This is an optimization exercise on Yosys and OpenROAD, whose aim is small area, not a production implementation.
RTL that was checked went through simulation tests only; none was proved equivalent to the original.
Only the layout flow was run in run 2; the RTL was not checked for function there.
Power and IR drop assume default switching activity.

<file path="design/flow/design.v">
`timescale 1ns/1ps
`timescale 1ns/1ps
`timescale 1ns/1ps
`timescale 1ns/1ps
`timescale 1ns/1ps
`timescale 1ns/1ps
module radar_digitizer
(
   input  logic        clk64,
   input  logic        rx_dsp_reset,
   input  logic        apb_psel,
   input  logic        apb_penable,
   input  logic        apb_pwrite,
   input  logic [7:0]  apb_paddr,
   input  logic [31:0] apb_pwdata,
   output logic [31:0] apb_prdata,
   output logic        apb_pready,
   output logic        apb_pslverr,
   input  logic [11:0] chan_video,
   input  logic [11:0] chan_trig,
   input  logic [11:0] chan_arp,
   input  logic [11:0] chan_acp,
   output logic [15:0] sample_data,
   output logic        sample_first,
   output logic        sample_valid,
   input  logic        sample_ready
);
   function automatic logic [31:0] rd_inc32(input logic [31:0] a, input logic cin);
      logic [31:0] r;
      logic        c, pre;
      pre = 1'b1;
      for (int k = 0; k < 4; k++)
      begin
         c = cin & pre;
         for (int i = 8*k; i < 8*k + 8; i++)
         begin
            r[i] = a[i] ^ c;
            c    = a[i] & c;
         end
         pre = pre & (&a[8*k +: 8]);
      end
      rd_inc32 = r;
   endfunction
   function automatic logic [15:0] rd_inc16(input logic [15:0] a);
      logic [15:0] r;
      logic        c;
      c = 1'b1;
      for (int i = 0; i < 16; i++)
      begin
         r[i] = a[i] ^ c;
         c    = a[i] & c;
      end
      rd_inc16 = r;
   endfunction
   function automatic logic [32:0] rd_dec32(input logic [31:0] a, input logic bin);
      logic [31:0] r;
      logic        b, pre;
      pre = 1'b1;
      for (int k = 0; k < 4; k++)
      begin
         b = bin & pre;
         for (int i = 8*k; i < 8*k + 8; i++)
         begin
            r[i] = a[i] ^ b;
            b    = ~a[i] & b;
         end
         pre = pre & ~(|a[8*k +: 8]);
      end
      rd_dec32 = {bin & pre, r};
   endfunction
   function automatic logic rd_ge16(input logic [15:0] a, input logic [15:0] b);
      logic c;
      c = 1'b1;
      for (int i = 0; i < 16; i++)
         c = (a[i] & ~b[i]) | ((a[i] | ~b[i]) & c);
      rd_ge16 = c;
   endfunction
   logic rst;
   assign rst = rx_dsp_reset;
   logic        cfg_enable;
   logic [2:0]  cfg_mode;
   logic        cfg_negate;
   logic [15:0] cfg_decim;
   logic [31:0] cfg_nsamp;
   logic [11:0] trig_exc, trig_rel;
   logic [11:0] arp_exc,  arp_rel;
   logic [11:0] acp_exc,  acp_rel;
   logic        overrun_flag;
   logic        overrun;        
   logic        access, wr, lo_ok;
   logic [3:0]  idx;
   logic [31:0] wd;             
   assign access = apb_psel & apb_penable;
   assign wr     = access & apb_pwrite;
   assign lo_ok  = (apb_paddr[1:0] == 2'b00) && (apb_paddr[7:6] == 2'b00);
   assign idx    = apb_paddr[5:2];
   assign wd     = rst ? 32'd0 : apb_pwdata;
   logic we_ctrl, we_decim, we_trig, we_arp, we_acp, we_nsamp;
   assign we_ctrl  = rst | (wr & lo_ok & (idx == 4'd0));
   assign we_decim = rst | (wr & lo_ok & (idx == 4'd1));
   assign we_trig  = rst | (wr & lo_ok & (idx == 4'd2));
   assign we_arp   = rst | (wr & lo_ok & (idx == 4'd3));
   assign we_acp   = rst | (wr & lo_ok & (idx == 4'd4));
   assign we_nsamp = rst | (wr & lo_ok & (idx == 4'd5));
   always_ff @(posedge clk64)
   begin
      if (we_ctrl)
      begin
         cfg_enable <= wd[0];
         cfg_mode   <= wd[3:1];
         cfg_negate <= wd[4];
      end
      if (we_decim) cfg_decim <= wd[15:0];
      if (we_trig)  {trig_rel, trig_exc} <= {wd[27:16], wd[11:0]};
      if (we_arp)   {arp_rel,  arp_exc}  <= {wd[27:16], wd[11:0]};
      if (we_acp)   {acp_rel,  acp_exc}  <= {wd[27:16], wd[11:0]};
      if (we_nsamp) cfg_nsamp <= wd;
   end
   always_ff @(posedge clk64)
   begin
      if (rst)
         overrun_flag <= 1'b0;
      else if (overrun)
         overrun_flag <= 1'b1;
      else if (wr && lo_ok && idx == 4'd6 && apb_pwdata[0])
         overrun_flag <= 1'b0;
   end
   logic        trig_st, arp_st, acp_st;         
   logic        trig_fire, arp_fire, acp_fire;
   logic        trig_strobe, arp_strobe, acp_strobe;
   logic [31:0] n_trigs, n_arps, n_acps;
   rd_detector trig_det (.clk64 (clk64), .rst (rst), .enable (cfg_enable), .level (chan_trig),
                         .excite (trig_exc), .relax (trig_rel), .excited (trig_st), .fire (trig_fire));
   rd_detector arp_det  (.clk64 (clk64), .rst (rst), .enable (cfg_enable), .level (chan_arp),
                         .excite (arp_exc), .relax (arp_rel), .excited (arp_st), .fire (arp_fire));
   rd_detector acp_det  (.clk64 (clk64), .rst (rst), .enable (cfg_enable), .level (chan_acp),
                         .excite (acp_exc), .relax (acp_rel), .excited (acp_st), .fire (acp_fire));
   always_ff @(posedge clk64)
   begin
      trig_strobe <= trig_fire & ~rst;
      arp_strobe  <= arp_fire  & ~rst;
      acp_strobe  <= acp_fire  & ~rst;
   end
   rd_counter trig_cnt (.clk64 (clk64), .rst (rst), .inc (trig_fire), .count (n_trigs));
   rd_counter arp_cnt  (.clk64 (clk64), .rst (rst), .inc (arp_fire),  .count (n_arps));
   rd_counter acp_cnt  (.clk64 (clk64), .rst (rst), .inc (acp_fire),  .count (n_acps));
   logic [31:0] age, age_inc, trig_interval;
   assign age_inc = rd_inc32(age, 1'b1);
   always_ff @(posedge clk64)
   begin
      if (rst || trig_fire)
         age <= '0;
      else
         age <= age_inc;
   end
   always_ff @(posedge clk64)
   begin
      if (rst)
         trig_interval <= '0;
      else if (trig_fire)
         trig_interval <= age_inc;
   end
   logic [31:0] acp_run, acp_per_rev;
   always_ff @(posedge clk64)
   begin
      if (rst | arp_strobe)
         acp_run <= 32'(acp_strobe & ~rst);
      else
         acp_run <= rd_inc32(acp_run, acp_strobe);
   end
   always_ff @(posedge clk64)
   begin
      if (rst)
         acp_per_rev <= '0;
      else if (arp_strobe)
         acp_per_rev <= acp_run;
   end
   logic [15:0] dc;
   logic        tick;
   assign tick = rd_ge16(dc, cfg_decim);
   always_ff @(posedge clk64)
   begin
      if (rst || tick)
         dc <= 16'd1;
      else
         dc <= rd_inc16(dc);
   end
   logic        pulsed, streaming, ilv_mode;
   logic        capturing, first_pend, take;
   logic [31:0] rem_m1;          
   logic [31:0] dec_in, dec_out;
   logic        dec_borrow;      
   logic        trigger_start;
   assign pulsed    = (cfg_mode == 3'd0);
   assign ilv_mode  = (cfg_mode == 3'd5);
   assign streaming = (cfg_mode != 3'd0) && (cfg_mode[2:1] != 2'b11);
   assign take      = tick & (streaming ? cfg_enable : capturing);
   assign dec_in = capturing ? rem_m1 : cfg_nsamp;
   assign {dec_borrow, dec_out} = rd_dec32(dec_in, ~capturing | tick);
   assign trigger_start = trig_strobe & ~dec_borrow;
   always_ff @(posedge clk64)
   begin
      if (rst || !pulsed || !cfg_enable)
         capturing <= 1'b0;        
      else if (!capturing)
         capturing <= trigger_start;
      else if (dec_borrow)         
         capturing <= 1'b0;
   end
   always_ff @(posedge clk64)
   begin
      rem_m1     <= dec_out;
      first_pend <= ~capturing | (first_pend & ~tick);
   end
   logic [1:0] ilv_idx;
   always_ff @(posedge clk64)
   begin
      if (rst || !ilv_mode || !cfg_enable)
         ilv_idx <= 2'd0;
      else if (take)
         ilv_idx <= ilv_idx + 1'b1;
   end
   logic [1:0]  ch;
   logic [11:0] chv, sel;
   always_comb
   begin
      case (cfg_mode)
         3'd2:    ch = 2'd1;
         3'd3:    ch = 2'd2;
         3'd4:    ch = 2'd3;
         3'd5:    ch = ilv_idx;
         default: ch = 2'd0;
      endcase
      case (ch)
         2'd0:    chv = chan_video;
         2'd1:    chv = chan_trig;
         2'd2:    chv = chan_arp;
         default: chv = chan_acp;
      endcase
      if (cfg_mode[2:1] == 2'b11)
         sel = 12'd0;               
      else
         sel = chv ^ {12{pulsed & cfg_negate}};
   end
   logic        blocked;
   logic [11:0] s_data;
   logic        s_first;
   assign blocked = sample_valid & ~sample_ready;
   always_ff @(posedge clk64)
   begin
      if (rst)
      begin
         sample_valid <= 1'b0;
         overrun      <= 1'b0;
      end
      else
      begin
         overrun <= take & blocked;
         if (take)
            sample_valid <= 1'b1;
         else if (sample_ready)
            sample_valid <= 1'b0;
      end
   end
   always_ff @(posedge clk64)
   begin
      if (take && !blocked)
      begin
         s_data  <= sel;
         s_first <= pulsed & first_pend;
      end
   end
   assign sample_data  = {4'd0, s_data};
   assign sample_first = s_first;
   logic [31:0] rdata;
   always_comb
   begin
      case (idx)
         4'd0:    rdata = {27'd0, cfg_negate, cfg_mode, cfg_enable};
         4'd1:    rdata = {16'd0, cfg_decim};
         4'd2:    rdata = {4'd0, trig_rel, 4'd0, trig_exc};
         4'd3:    rdata = {4'd0, arp_rel, 4'd0, arp_exc};
         4'd4:    rdata = {4'd0, acp_rel, 4'd0, acp_exc};
         4'd5:    rdata = cfg_nsamp;
         4'd6:    rdata = {31'd0, overrun_flag};
         4'd7:    rdata = n_trigs;
         4'd8:    rdata = n_arps;
         4'd9:    rdata = n_acps;
         4'd10:   rdata = trig_interval;
         default: rdata = acp_per_rev;
      endcase
   end
   assign apb_prdata  = rdata;
   assign apb_pready  = 1'b1;
   assign apb_pslverr = access & ~(lo_ok & ~(idx[3] & idx[2]));
endmodule
module rd_counter
(
   input  logic        clk64,
   input  logic        rst,
   input  logic        inc,
   output logic [31:0] count
);
   function automatic logic [31:0] rd_inc32(input logic [31:0] a, input logic cin);
      logic [31:0] r;
      logic        c, pre;
      pre = 1'b1;
      for (int k = 0; k < 4; k++)
      begin
         c = cin & pre;
         for (int i = 8*k; i < 8*k + 8; i++)
         begin
            r[i] = a[i] ^ c;
            c    = a[i] & c;
         end
         pre = pre & (&a[8*k +: 8]);
      end
      rd_inc32 = r;
   endfunction
   always_ff @(posedge clk64)
      count <= rd_inc32(count, inc) & {32{~rst}};
endmodule
module rd_detector
(
   input  logic        clk64,
   input  logic        rst,
   input  logic        enable,
   input  logic [11:0] level,
   input  logic [11:0] excite,
   input  logic [11:0] relax,
   output logic        excited,
   output logic        fire
);
   function automatic logic rd_ge12(input logic [11:0] a, input logic [11:0] b);
      logic c;
      c = 1'b1;
      for (int i = 0; i < 12; i++)
         c = (a[i] & ~b[i]) | ((a[i] | ~b[i]) & c);
      rd_ge12 = c;
   endfunction
   logic [11:0] thr;
   logic        ge;
   assign thr  = excited ? relax : excite;
   assign ge   = rd_ge12(level, thr);
   assign fire = ~excited & enable & ge;
   always_ff @(posedge clk64)
      excited <= ~rst & ge & (excited | enable);
endmodule
</file>
<file path="design/flow/flow/run.sh">
#!/bin/bash
# Own layout flow: the standard ORFS flow (standard.sh) with three changes:
#  - synthesis maps logic with an area-oriented ABC script (abc_area_map.script)
#    in place of ORFS's delay-oriented one; registers are mapped as in the
#    standard synthesis (dfflibmap runs before ABC and is unchanged)
#  - port buffers use the smallest buffer cell (every port still gets one)
#  - clock tree synthesis inserts no dummy loads
# Every tool's output goes to ORFS's logs under orfs/logs; make's own output
# goes to own_flow.log in the work folder.
set -euo pipefail
W=$(pwd)
F=$W/flow

{
  echo "set ::own_abc_script $F/abc_area_map.script"
  cat "$F/abc_override.tcl"
  cat "$W/synth_recipe.tcl"
} > "$W/own_synth.tcl"

sed "s|SYNTH_SCRIPT=[^ ]*|SYNTH_SCRIPT=$W/own_synth.tcl|" "$W/standard.sh" > "$W/own_standard.sh"
grep -q "SYNTH_SCRIPT=$W/own_synth.tcl" "$W/own_standard.sh"

export BUFFER_PORTS_ARGS="-buffer_cell sky130_fd_sc_hd__buf_1"
export CTS_ARGS="-sink_clustering_enable -repair_clock_nets -dont_use_dummy_load -buf_list {sky130_fd_sc_hd__clkbuf_16} -sink_clustering_size 24 -sink_clustering_max_diameter 80"

bash "$W/own_standard.sh" "$@" > "$W/own_flow.log" 2>&1
</file>
<file path="design/flow/flow/abc_area_map.script">
strash
ifraig
dch -f
amap -m
</file>
<file path="design/flow/flow/abc_override.tcl">
# Map with an area-oriented ABC script instead of ORFS's delay-oriented one.
proc abc {args} {
  set i [lsearch -exact $args -script]
  if {$i >= 0} {
    set args [lreplace $args [expr {$i + 1}] [expr {$i + 1}] $::own_abc_script]
  }
  yosys abc {*}$args
}
</file>
<file path="design/flow/standard.sh">
#!/bin/bash
# synth_recipe.tcl (not shown) runs the flow's synth.tcl, then flattens the netlist and writes it again
# the make line also repeats each setting of config.mk as NAME=value (left out here)
make -C /OpenROAD-flow-scripts/flow DESIGN_CONFIG=/design/flow/config.mk WORK_HOME=/design/flow/orfs CLKGATE_MAP_FILE= SYNTH_SCRIPT=/design/flow/synth_recipe.tcl "${@:-finish}"
</file>
<file path="design/flow/config.mk">
export PLATFORM = sky130hd
export DESIGN_NAME = radar_digitizer
export DESIGN_NICKNAME = radar_digitizer
export VERILOG_FILES = /design/flow/design.v
export SDC_FILE = /design/flow/constraint.sdc
export NUM_CORES = 4
export LEC_CHECK = 0
export CAP_MARGIN = 20
export CORE_MARGIN = 2
export CORE_UTILIZATION = 65
export SLEW_MARGIN = 20
</file>
<file path="design/flow/constraint.sdc">
create_clock -name core_clock -period 8.0 [get_ports {clk64}]
set_input_delay 1.6000 -clock core_clock [delete_from_list [all_inputs] [get_ports {clk64}]]
set_output_delay 1.6000 -clock core_clock [all_outputs]
set_load 0.01 [all_outputs]
</file>
==> impl_metrics.csv, run 1 <==
group,metric,value,unit
placement,gp_congestion,0.939,
logic_synthesis,synth_cell_types,39,
drt,wl_per_cell,22.9,um
layout,syn_to_final_growth,9.78,%
sta,slew_viol_final,0,
logic_synthesis,synth_commonest_cells,"285 x dfxtp_1, 182 x ha_1, 179 x nor2_1",
setup_path,critPathLaunchType,"flip-flop",
setup_path,reg2reg_to,"arp_cnt.count[30]",
setup_path,rr_worst_depth,34,
layout,final-instance-count-excl-fill,2203,
floorplan,top_level_ports,146,
layout,fillCellCount,2022,
run_status,status,"timing/DRC/antenna clean",
global_route,track_usage,0.344,
placement,placedCellCount,2180,
global_route,antenna_found_initial,1,
setup_path,cp_slowest_cell,"dfxtp_1",
global_route,grt_pass1_wl,75.1,mm
logic_synthesis,post-synth-top-count-cell,"dfxtp_1",
clock_tree,cts_max_path_buffers,3,
placement,placed_area,19300,um2
logic_synthesis,synthArstFlopShare,0,
sta,finClkSkew,0.0224,ns
setup_path,crit_type,"flip-flop to flip-flop",
sta,rsz0062_at_grt,"false",
sta,hold_viol_final,0,
floorplan,rows,60,
drt,drcViolationCount,0,
run,cap_violations,0,
drt,dr.first_iter.drc_count,2031,
clock_tree,clock-sinks,423,
logic_synthesis,ys_seq_area_frac,0.546,
setup_path,crit_path_end_kind,"flip-flop",
drt,vias_per_cell,6.42,
logic_synthesis,synth_top_area_frac,0.316,
placement,hpwl,36.8,mm
sta,fin_ws,1.80,ns
clock_tree,cts_max_level,1,
global_route,grt_max_degree,79,
drt,drt.antenna.violating_nets,0,
sta,clock.fmax,0.161,GHz
hold_path,whs_endpoint,"dc[0]",
clock_tree,postCtsSetupRepairBufs,0,
layout,fin_nets,2108,
logic_synthesis,synth_area_leaders,"dfxtp_1 32%, edfxtp_1 23%, ha_1 13%, nor2b_1 4.9%, nor2_1 3.7%",
hold_path,min_path_cells,1,
clock_tree,path_clk_slew,0.10,ns
drt,drt_pass1_iterations,9,
sta,fin_crit_sh,0.775,
clock_tree,postCtsResizedCells,0,
sta,relSlewSlack,0.309,
drt,wirelength,50.4,mm
global_route,overflow,0,
setup_path,r2r-start,"arp_det.excited",
floorplan,chipHeight,171,um
hold_path,worstHoldStart,"dc[0]",
clock_tree,numCtsBuffers,21,
pwr,power.density,196,nW/um2
sta,worst_pin_slew,1.03,ns
drt,vias,14100,
clock_tree,cts_root_buffer,"clkbuf_16",
logic_synthesis,synthCells,1646,
layout,drive_gt1_frac,0.0333,
floorplan,initial_core_util,0.666,
clock_tree,cts_tree,"yes",
sta,tns,0,ns
setup_path,crit_path_max_incr_delay,0.71,ns
logic_synthesis,synth.avg_cell_area,11.0,um2
global_route,grt_pass1_vias,13200,
sta,setup_viol,0,
clock_tree,clock_latency,0.54,ns
floorplan,coreArea,27100,um2
logic_synthesis,yosysWarnings,3,
placement,io_buffer_count,140,
setup_path,cp_data_arrival_time,6.60,ns
setup_path,critPathRequiredTime,8.40,ns
pwr,p_leak,0.00780,uW
setup_path,reg2reg_slack,1.80,ns
hold_path,hold_path_class,"flip-flop to flip-flop",
placement,preCtsSetupSlack,1.64,ns
logic_synthesis,synth_edf_count,138,
logic_synthesis,synth-main-ff-cell,"dfxtp_1",
floorplan,dieArea,29100,um2
logic_synthesis,ys_ff_latch,423,
setup_path,critPathMaxFanout,14,
floorplan,die-width,171,um
layout,design_area,19800,um2
clock_tree,hold_buffers,0,
logic_synthesis,netlist_area,18000,um2
sta,period_needed,6.20,ns
logic_synthesis,synth_top_area_cell,"dfxtp_1",
setup_path,cp_common_cell,"ha_1",
pwr,max-vdd-ir-drop,0.200,mV
==> cells by family after synthesis <==
kind of cell	after synthesis	synth area share
and+or+nand+nor	492	0.137
other	2	0.000416
DFF	423	0.546
adders and majority gates	182	0.126
buffers and inverters	156	0.0335
AOI/OAI and AO/OA	391	0.157
==> registers in the layout, indices dropped and copies added (netlist names), 16 cells and up <==
signal / count
dc: 16
rem_m1: 32
cfg_nsamp: 32
arp_cnt.count: 32
trig_cnt.count: 32
cfg_decim: 16
acp_per_rev: 32
acp_cnt.count: 32
trig_interval: 32
age: 32
acp_run: 32
==> final cells by class <==
| cell class | count | area, um2 | area share |
|---|---|---|---|
| Sequential cell | 423 | 9850 | 0.497 |
| Multi-Input combinational cell | 1070 | 7670 | 0.387 |
| Timing Repair Buffer | 165 | 721 | 0.0364 |
| Inverter | 151 | 567 | 0.0286 |
| Clock buffer | 21 | 526 | 0.0265 |
| Tap cell | 372 | 465 | 0.0235 |
| Antenna cell | 1 | 2.50 | 0.000126 |
==> through the flow <==
step | power [uW] | hold WS (ns) | util
6_report | 3890 | 0.415 | 0.731
3_5_place_dp | 2800 | 0.397 | 0.711
2_1_floorplan | 2620 | 0.379 | -
5_1_grt | 4000 | 0.436 | 0.731
4_1_cts | 3880 | 0.420 | 0.730
3_3_place_gp | 2780 | 0.391 | 0.711
==> worst max-delay path: cells and delay by family (launching register included) <==
family          cells  cell delay [ns]
compound gates     12             1.18
fa+ha+maj           7             1.12
buf+inv             2             0.74
flops               1             0.71
simple gates       13             2.33
==> worst max path at each step <==
stage / startpoint / end / depth (start not counted)
floorplan: apb_paddr[2] / cfg_nsamp[0] / 4
global placement: chan_arp[1] / arp_cnt.count[30] / 33
detailed placement: chan_arp[1] / arp_cnt.count[30] / 33
CTS: arp_det.excited / arp_cnt.count[30] / 34
global route: arp_det.excited / arp_cnt.count[30] / 34
finish: arp_det.excited / arp_cnt.count[30] / 34
==> layout by cell type (no fill, tap or decap), types with 21 or more instances in the layout <==
| cell type | netlist | layout |
|---|---|---|
| o21ai_0 | 36 | 31 |
| edfxtp_1 | 138 | 138 |
| clkbuf_16 | 0 | 21 |
| buf_4 | 5 | 24 |
| dfxtp_1 | 285 | 285 |
| a21oi_1 | 36 | 36 |
| a221oi_1 | 22 | 22 |
| a211oi_1 | 34 | 34 |
| a22oi_1 | 56 | 56 |
| ha_1 | 182 | 182 |
| and3_1 | 27 | 27 |
| o22ai_1 | 106 | 106 |
| nand4_1 | 49 | 49 |
| nand2_1 | 55 | 54 |
| buf_1 | 0 | 139 |
| nor2b_1 | 142 | 142 |
| nor2_1 | 179 | 178 |
| a222oi_1 | 42 | 42 |
| clkinv_1 | 151 | 151 |
==> per-layer routing <==
| layer | track usage | vias to the layer above | part of all wire |
|---|---|---|---|
| met3 | 0.0814 | 99 | 0.12 |
| li1 | - | 6558 | - |
| met5 | 0.0157 | - | 0.0012 |
| met2 | 0.549 | 752 | 0.45 |
| met4 | 0.100 | 2 | 0.032 |
| met1 | 0.468 | 6726 | 0.40 |
==> power by group <==
group,switching [uW],leakage (uW),internal [uW]
sequential,69.0,0.00363,2310
combinational,261,0.00391,126
clock,653,0.000259,472
==> run 2: changes to the inputs <==
--- a/design/flow/design.v
+++ b/design/flow/design.v
@@ -29,13 +29,8 @@
       logic [31:0] r;
-      logic        c, pre;
-      pre = 1'b1;
-      for (int k = 0; k < 4; k++)
+      logic        c;
+      c = cin;
+      for (int i = 0; i < 32; i++)
       begin
-         c = cin & pre;
-         for (int i = 8*k; i < 8*k + 8; i++)
-         begin
-            r[i] = a[i] ^ c;
-            c    = a[i] & c;
-         end
-         pre = pre & (&a[8*k +: 8]);
+         r[i] = a[i] ^ c;
+         c    = a[i] & c;
       end
--- a/design/flow/flow/run.sh
+++ b/design/flow/flow/run.sh
@@ -2,3 +2,4 @@
 # Own layout flow: the standard ORFS flow (standard.sh) with three changes:
-#  - synthesis maps logic with an area-oriented ABC script (abc_area_map.script)
+#  - synthesis maps logic, adders included, with an area-oriented ABC script
+#    (abc_area_map.script; no half/full adder cells are extracted first)
 #    in place of ORFS's delay-oriented one; registers are mapped as in the
@@ -6,3 +7,3 @@
 #  - port buffers use the smallest buffer cell (every port still gets one)
-#  - clock tree synthesis inserts no dummy loads
+#  - clock tree synthesis inserts no dummy loads and uses larger sink clusters
 # Every tool's output goes to ORFS's logs under orfs/logs; make's own output
--- a/design/flow/flow/abc_override.tcl
+++ b/design/flow/flow/abc_override.tcl
@@ -8 +8,4 @@
 }
+
+# Leave adders to ABC: no half/full adder cells are extracted before mapping.
+proc extract_fa {args} {}
--- a/design/flow/config.mk
+++ b/design/flow/config.mk
@@ -9,3 +9,3 @@
 export CORE_MARGIN = 2
-export CORE_UTILIZATION = 65
+export CORE_UTILIZATION = 70
 export SLEW_MARGIN = 20
==> impl_metrics.csv, run 2 <==
group,metric,value,unit
placement,io_buffer_count,140,
placement,placedCellCount,2322,
setup_path,cp_common_cell,"inv_2",
hold_path,hold_path_class,"flip-flop to flip-flop",
layout,final-instance-count-excl-fill,2355,
logic_synthesis,ys_ff_latch,423,
logic_synthesis,synth_commonest_cells,"287 x nor2_1, 285 x dfxtp_1, 220 x clkinv_1",
setup_path,cp_data_arrival_time,7.85,ns
floorplan,chipHeight,161,um
clock_tree,cts_root_buffer,"clkbuf_16",
logic_synthesis,synthArstFlopShare,0,
clock_tree,hold_buffers,0,
pwr,max-vdd-ir-drop,0.283,mV
sta,finClkSkew,0.0285,ns
layout,antenna_cells,0,
drt,drt_pass1_iterations,10,
layout,multi_input_area,6700,um2
run,cap_violations,0,
setup_path,crit_type,"flip-flop to flip-flop",
layout,layout_common_cells,"286 x nor2_1, 285 x dfxtp_1, 189 x clkinv_1, 139 x buf_1, 138 x edfxtp_1",
clock_tree,cts_tree,"yes",
drt,wl_per_cell,22.5,um
setup_path,crit_path_max_incr_delay,0.39,ns
clock_tree,cts_max_level,1,
setup_path,critPathMaxFanout,2,
layout,fillCellCount,1619,
drt,dr.first_iter.drc_count,2293,
floorplan,initial_core_util,0.710,
setup_path,reg2reg_to,"capturing",
logic_synthesis,synthAdderAreaFrac,0,
logic_synthesis,synth.avg_cell_area,9.42,um2
sta,worst_pin_slew,1.14,ns
global_route,grt_max_degree,90,
global_route,antenna_found_initial,0,
logic_synthesis,synthSimpleGateAreaFrac,0.165,
logic_synthesis,synth_top_family_by_area,"compound AO/OA/AOI/OAI gates",
logic_synthesis,synth_compound_area_frac,0.213,
floorplan,rows,57,
logic_synthesis,synth_top_area_cell,"dfxtp_1",
run_status,status,"timing/DRC/antenna clean",
setup_path,critPathRequiredTime,8.44,ns
layout,final_common_cell,"nor2_1",
floorplan,coreArea,24200,um2
drt,vias_per_cell,6.66,
logic_synthesis,synth_edf_count,138,
clock_tree,cts_max_path_buffers,3,
floorplan,top_level_ports,146,
clock_tree,path_clk_slew,0.10,ns
floorplan,dieArea,25900,um2
logic_synthesis,post-synth-top-count-cell,"nor2_1",
logic_synthesis,synth_cell_types,39,
pwr,p_leak,0.00641,uW
placement,gp_congestion,1.04,
layout,syn_to_final_growth,11.4,%
setup_path,reg2reg_slack,0.58,ns
layout,design_area,19200,um2
setup_path,rr_worst_depth,91,
setup_path,timing.critical_path.from,"cfg_decim[1]",
pwr,power.density,202,nW/um2
logic_synthesis,yosysWarnings,3,
logic_synthesis,synth_area_leaders,"dfxtp_1 33%, edfxtp_1 24%, nor2_1 6.3%, clkinv_1 4.8%, o22ai_1 3.9%",
logic_synthesis,netlist_area,17200,um2
sta,hold_viol_final,0,
global_route,overflow,0,
setup_path,worstSetupEndpoint,"capturing",
drt,drcViolationCount,0,
logic_synthesis,synthCells,1828,
setup_path,crit_path_end_kind,"flip-flop",
global_route,track_usage,0.397,
placement,hpwl,38.2,mm
logic_synthesis,synth-main-ff-cell,"dfxtp_1",
setup_path,cp_slowest_cell,"edfxtp_1",
layout,layout.area.seq,9850,um2
global_route,grt_pass1_wl,79.3,mm
sta,clock.fmax,0.135,GHz
setup_path,critPathLaunchType,"flip-flop",
drt,vias,15700,
logic_synthesis,synthMuxAreaShare,0,
logic_synthesis,ys_seq_area_frac,0.572,
sta,relSlewSlack,0.239,
drt,drt.antenna.violating_nets,0,
placement,placed_area,18400,um2
global_route,grt_pass1_vias,14500,
layout,drive_gt1_frac,0.0704,
sta,setup_viol,0,
logic_synthesis,synthXorXnorAreaFrac,0,
clock_tree,numCtsBuffers,21,
sta,period_needed,7.42,ns
sta,fin_crit_sh,0.927,
logic_synthesis,synth_top_area_frac,0.331,
sta,slew_viol_final,0,
setup_path,r2r-start,"cfg_decim[1]",
clock_tree,clock_latency,0.53,ns
layout,fin_nets,2127,
drt,wirelength,53.0,mm
floorplan,die-width,161,um
clock_tree,clock-sinks,423,
## run 2: cell types whose count changed in the layout (fill, tap and decap cells not counted), moves of 22 or more
| cell | change |
|---|---|
| ha_1 | -182 |
| nor3_1 | +55 |
| inv_2 | +26 |
| nand2_2 | +25 |
| o21ai_0 | +78 |
| nor2_1 | +108 |
| a211oi_1 | +40 |
| nor2b_1 | -108 |
| nand2_1 | +63 |
| clkinv_1 | +38 |
| nand4_1 | -22 |
## run 2: kinds of logic (layout without fill, tap and decap cells)
group	Yosys count	in the layout
buf+inv	225	425
other cells	2	5
compound gates	536	536
simple gates	642	642
flops	423	423
## run 2: cell type report
| cell class | count | area share |
|---|---|---|
| Tap cell | 324 | 0.0211 |
| Inverter | 220 | 0.0436 |
| Timing Repair Buffer | 184 | 0.0448 |
| Clock buffer | 21 | 0.0274 |
| Sequential cell | 423 | 0.514 |
| Multi-Input combinational cell | 1183 | 0.350 |
## run 2: what timing repair did
| action | 4_1_cts | 5_1_grt |
|---|---|---|
| setup endpoints to repair | 3 | 10 |
| gates resized for setup | 18 | 67 |
| hold endpoints to repair | 0 | 0 |
| pin swaps | 5 | 9 |
| setup buffers | 2 | 10 |
## run 2: stage by stage
step	total power [uW]	setup TNS, ns	worst slack [ns]	util	hold slack, ns
floorplan	2610	0	0.692	-	0.385
detailed placement	2790	-0.329	-0.173	0.759	0.405
global placement	2770	0	0.0951	0.759	0.396
CTS	3850	0	0.00325	0.783	0.427
global route	3980	-0.283	-0.178	0.791	0.445
finish	3880	0	0.583	0.791	0.424
## run 2: worst max-delay path: cells and delay by family, from the launching register on
family                 cells  cell delay [ns]
buffers and inverters     31             2.15
AND/OR/NAND/NOR           37             2.14
AO/OA/AOI/OAI             23             2.64
flip-flops                 1             0.39
## run 2: where the power goes
part	internal (uW)	switching, uW	leakage [uW]
registers	2300	69.1	0.00363
clock network	471	645	0.000259
logic	120	271	0.00252
## run 2: per-layer routing
| layer | global-route usage | share of wire | vias up |
|---|---|---|---|
| met1 | 0.548 | 0.38 | 7262 |
| met2 | 0.603 | 0.43 | 1060 |
| met4 | 0.194 | 0.062 | 0 |
| li1 | - | - | 7165 |
| met5 | 0 | 0 | - |
| met3 | 0.0824 | 0.13 | 194 |
## run 2: how the worst min path moves through the flow
stage          startpoint     to  cells after the start
6_report            dc[0]  dc[0]                      1
4_1_cts             dc[0]  dc[0]                      1
2_1_floorplan       dc[0]  dc[0]                      1
3_5_place_dp        dc[0]  dc[0]                      1
5_1_grt             dc[0]  dc[0]                      1
3_3_place_gp        dc[0]  dc[0]                      1
==> run 3: changes to the inputs <==
--- a/design/flow/design.v
+++ b/design/flow/design.v
@@ -29,8 +29,13 @@
       logic [31:0] r;
-      logic        c;
-      c = cin;
-      for (int i = 0; i < 32; i++)
+      logic        c, pre;
+      pre = 1'b1;
+      for (int k = 0; k < 4; k++)
       begin
-         r[i] = a[i] ^ c;
-         c    = a[i] & c;
+         c = cin & pre;
+         for (int i = 8*k; i < 8*k + 8; i++)
+         begin
+            r[i] = a[i] ^ c;
+            c    = a[i] & c;
+         end
+         pre = pre & (&a[8*k +: 8]);
       end
==> impl_metrics.csv, run 3 <==
group,metric,value,unit
run_status,status,"timing/DRC/antenna clean",
pwr,p_int,2900,uW
floorplan,chipHeight,161,um
clock_tree,clock-sinks,423,
logic_synthesis,synth_top_area_frac,0.330,
layout,fin_nets,2120,
drt,wirelength,55.0,mm
clock_tree,cts_max_level,1,
drt,dr.first_iter.drc_count,2593,
global_route,antenna_found_initial,1,
floorplan,initial_core_util,0.711,
logic_synthesis,synthArstFlopShare,0,
layout,layout_common_cells,"285 x dfxtp_1, 281 x nor2_1, 200 x clkinv_1, 142 x nand2_1, 139 x buf_1",
pwr,sw_frac_of_total,0.257,
setup_path,rr_worst_depth,89,
logic_synthesis,synth_edf_count,138,
sta,relSlewSlack,0.238,
logic_synthesis,netlist_area,17300,um2
setup_path,timing.critical_path.from,"dc[1]",
global_route,grt_pass1_wl,82.1,mm
global_route,grt_pass1_vias,14600,
floorplan,die-width,161,um
placement,placed_area,18500,um2
clock_tree,path_clk_slew,0.10,ns
setup_path,cp_data_arrival_time,7.82,ns
sta,worst_pin_slew,1.13,ns
logic_synthesis,synth-main-ff-cell,"dfxtp_1",
global_route,grt_max_degree,54,
floorplan,top_level_ports,146,
layout,final_common_cell,"dfxtp_1",
setup_path,reg2reg_slack,0.63,ns
setup_path,crit_cells,89,
logic_synthesis,synth.avg_cell_area,9.45,um2
setup_path,critPathRequiredTime,8.46,ns
clock_tree,numCtsBuffers,21,
logic_synthesis,ys_ff_latch,423,
clock_tree,hold_buffers,0,
drt,vias_per_cell,6.73,
pwr,p_leak,0.00617,uW
global_route,track_usage,0.413,
setup_path,cp_slowest_cell,"dfxtp_1",
floorplan,coreArea,24300,um2
placement,gp_congestion,0.984,
logic_synthesis,synthCells,1829,
clock_tree,cts_tree,"yes",
drt,wl_per_cell,23.4,um
setup_path,cp_common_cell,"nand2_1",
placement,hpwl,39.1,mm
pwr,p_switching,999,uW
sta,setup_viol,0,
sta,clock.fmax,0.136,GHz
pwr,max-vdd-ir-drop,0.173,mV
setup_path,critPathLaunchType,"flip-flop",
logic_synthesis,ys_seq_area_frac,0.570,
pwr,p_comb_frac,0.106,
layout,drive_gt1_frac,0.0529,
logic_synthesis,synth_cell_types,43,
placement,placedCellCount,2325,
run,cap_violations,0,
sta,slew_viol_final,0,
layout,fillCellCount,1709,
setup_path,r2r-start,"dc[1]",
setup_path,crit_family,"simple AND/OR/NAND/NOR gates",
clock_tree,cts_max_path_buffers,3,
pwr,seq_power_share,0.606,
pwr,power.density,204,nW/um2
drt,vias,15800,
layout,syn_to_final_growth,10.6,%
setup_path,critPathMaxFanout,4,
logic_synthesis,synth_area_leaders,"dfxtp_1 33%, edfxtp_1 24%, nor2_1 6.2%, clkinv_1 4.7%, o22ai_1 4.0%",
sta,fin_crit_sh,0.921,
clock_tree,clock_latency,0.54,ns
hold_path,hold_path_class,"flip-flop to flip-flop",
setup_path,crit_buf_inv,31,
setup_path,worstSetupEndpoint,"capturing",
global_route,overflow,0,
logic_synthesis,synth_commonest_cells,"285 x dfxtp_1, 285 x nor2_1, 217 x clkinv_1",
drt,drcViolationCount,0,
sta,hold_viol_final,0,
logic_synthesis,yosysWarnings,3,
setup_path,crit_path_max_incr_delay,0.32,ns
sta,finClkSkew,0.0138,ns
floorplan,rows,57,
layout,design_area,19100,um2
setup_path,reg2reg_to,"capturing",
setup_path,crit_path_end_kind,"flip-flop",
placement,io_buffer_count,140,
pwr,clkPwrFrac,0.288,
setup_path,crit_type,"flip-flop to flip-flop",
logic_synthesis,synth_top_area_cell,"dfxtp_1",
drt,drt_pass1_iterations,10,
floorplan,dieArea,26000,um2
sta,period_needed,7.37,ns
clock_tree,cts_root_buffer,"clkbuf_16",
layout,final-instance-count-excl-fill,2349,
drt,drt.antenna.violating_nets,0,
-- run 3: per-layer routing --
layer,part of all wire,global-route usage
met1,0.38,0.580
met3,0.14,0.101
met2,0.43,0.606
met5,0,0
met4,0.055,0.201
-- run 3: layout make-up --
class	count	area (um2)	share of cell area
multi-input combinational	1187	6720	0.351
inverter	217	817	0.0427
antenna	1	2.50	0.000131
timing repair buffer	176	807	0.0422
tap	324	405	0.0212
clock buffer	21	526	0.0275
sequential	423	9850	0.515
-- run 3: stage by stage --
step	hold slack [ns]	util	TNS [ns]	power [uW]	worst slack [ns]
2_1_floorplan	0.362	-	0	2610	0.953
3_3_place_gp	0.370	0.760	0	2780	0.259
3_5_place_dp	0.388	0.761	-0.0257	2800	-0.0257
4_1_cts	0.408	0.783	0	3870	0.000480
5_1_grt	0.423	0.786	-0.166	3990	-0.122
6_report	0.406	0.786	0	3890	0.632
-- run 3: how the worst min path moves through the flow --
stage / start / endpoint / slack, ns / depth (start not counted)
final: dc[0] / dc[0] / 0.41 / 1
after global routing: dc[0] / dc[0] / 0.42 / 1
after CTS: dc[0] / dc[0] / 0.41 / 1
after detailed placement: dc[0] / dc[0] / 0.39 / 1
after global placement: dc[0] / dc[0] / 0.37 / 1
after floorplan: dc[0] / dc[0] / 0.36 / 1
-- run 3: worst register-to-register path, delay by kind of cell, from the launching register on --
kind	cells	cell delay [ns]
AND/OR/NAND/NOR	39	3.12
AO/OA/AOI/OAI	19	1.97
buffers and inverters	31	1.90
flip-flops	1	0.32
-- run 3: what timing repair did --
item | 4_1_cts | 5_1_grt
resized for setup | 2 | 41
endpoints found under the setup margin | 1 | 9
pin swaps | 0 | 9
setup buffers | 1 | 1
-- run 3: power by group through the flow --
stage          Clock [uW]  Combinational [uW]  Sequential, uW
2_1_floorplan           0                 219            2390
3_3_place_gp            0                 379            2400
3_5_place_dp            0                 391            2400
4_1_cts              1120                 395            2350
5_1_grt              1190                 436            2360
6_report             1120                 413            2360
-- run 3: logic make-up (layout without fill, tap and decap cells) --
kind of cell | after synthesis | in the layout | share of synthesized area
AND/OR/NAND/NOR | 629 | 629 | 0.160
AO/OA/AOI/OAI | 552 | 552 | 0.220
flip-flops | 423 | 423 | 0.570
buffers and inverters | 222 | 414 | 0.0493
other | 2 | 6 | 0.000434
XOR/XNOR | 1 | 1 | 0.000507

[separate check: timing with driven ports]
No port has a modelled driver above. Below, the same layouts with a new extraction and two added sets of constraints. Step 1, drivers: a clkbuf_16 drives clk64 and a buf_2 each remaining input, both assumed. Step 2, shift: input delay + t, output delay - t, t = (earliest + latest rising clock arrival at the registers) / 2. This alone moves slack from input paths to output paths. Three values: ideal ports, drivers, drivers and shift; two values: the first two.
run | t, ns | slack for setup (ns) | clock arrival spread, ns | worst slew at a driven data input, ns | cell pins on the clock port's net
run 1 | 0.575 | 1.799 / 1.799 / 1.653 | 0.022 / 0.023 | 0.09 | 1
run 2 | 0.575 | 0.583 / 0.583 / 0.583 | 0.030 / 0.031 | 0.05 | 1
run 3 | 0.583 | 0.632 / 0.632 / 0.632 | 0.014 / 0.014 | 0.05 | 1
After both steps setup and hold are still met in every run listed. The setup slack of run 1, which loses most, moves by 0.000 ns with the drivers and by -0.146 ns with both steps.
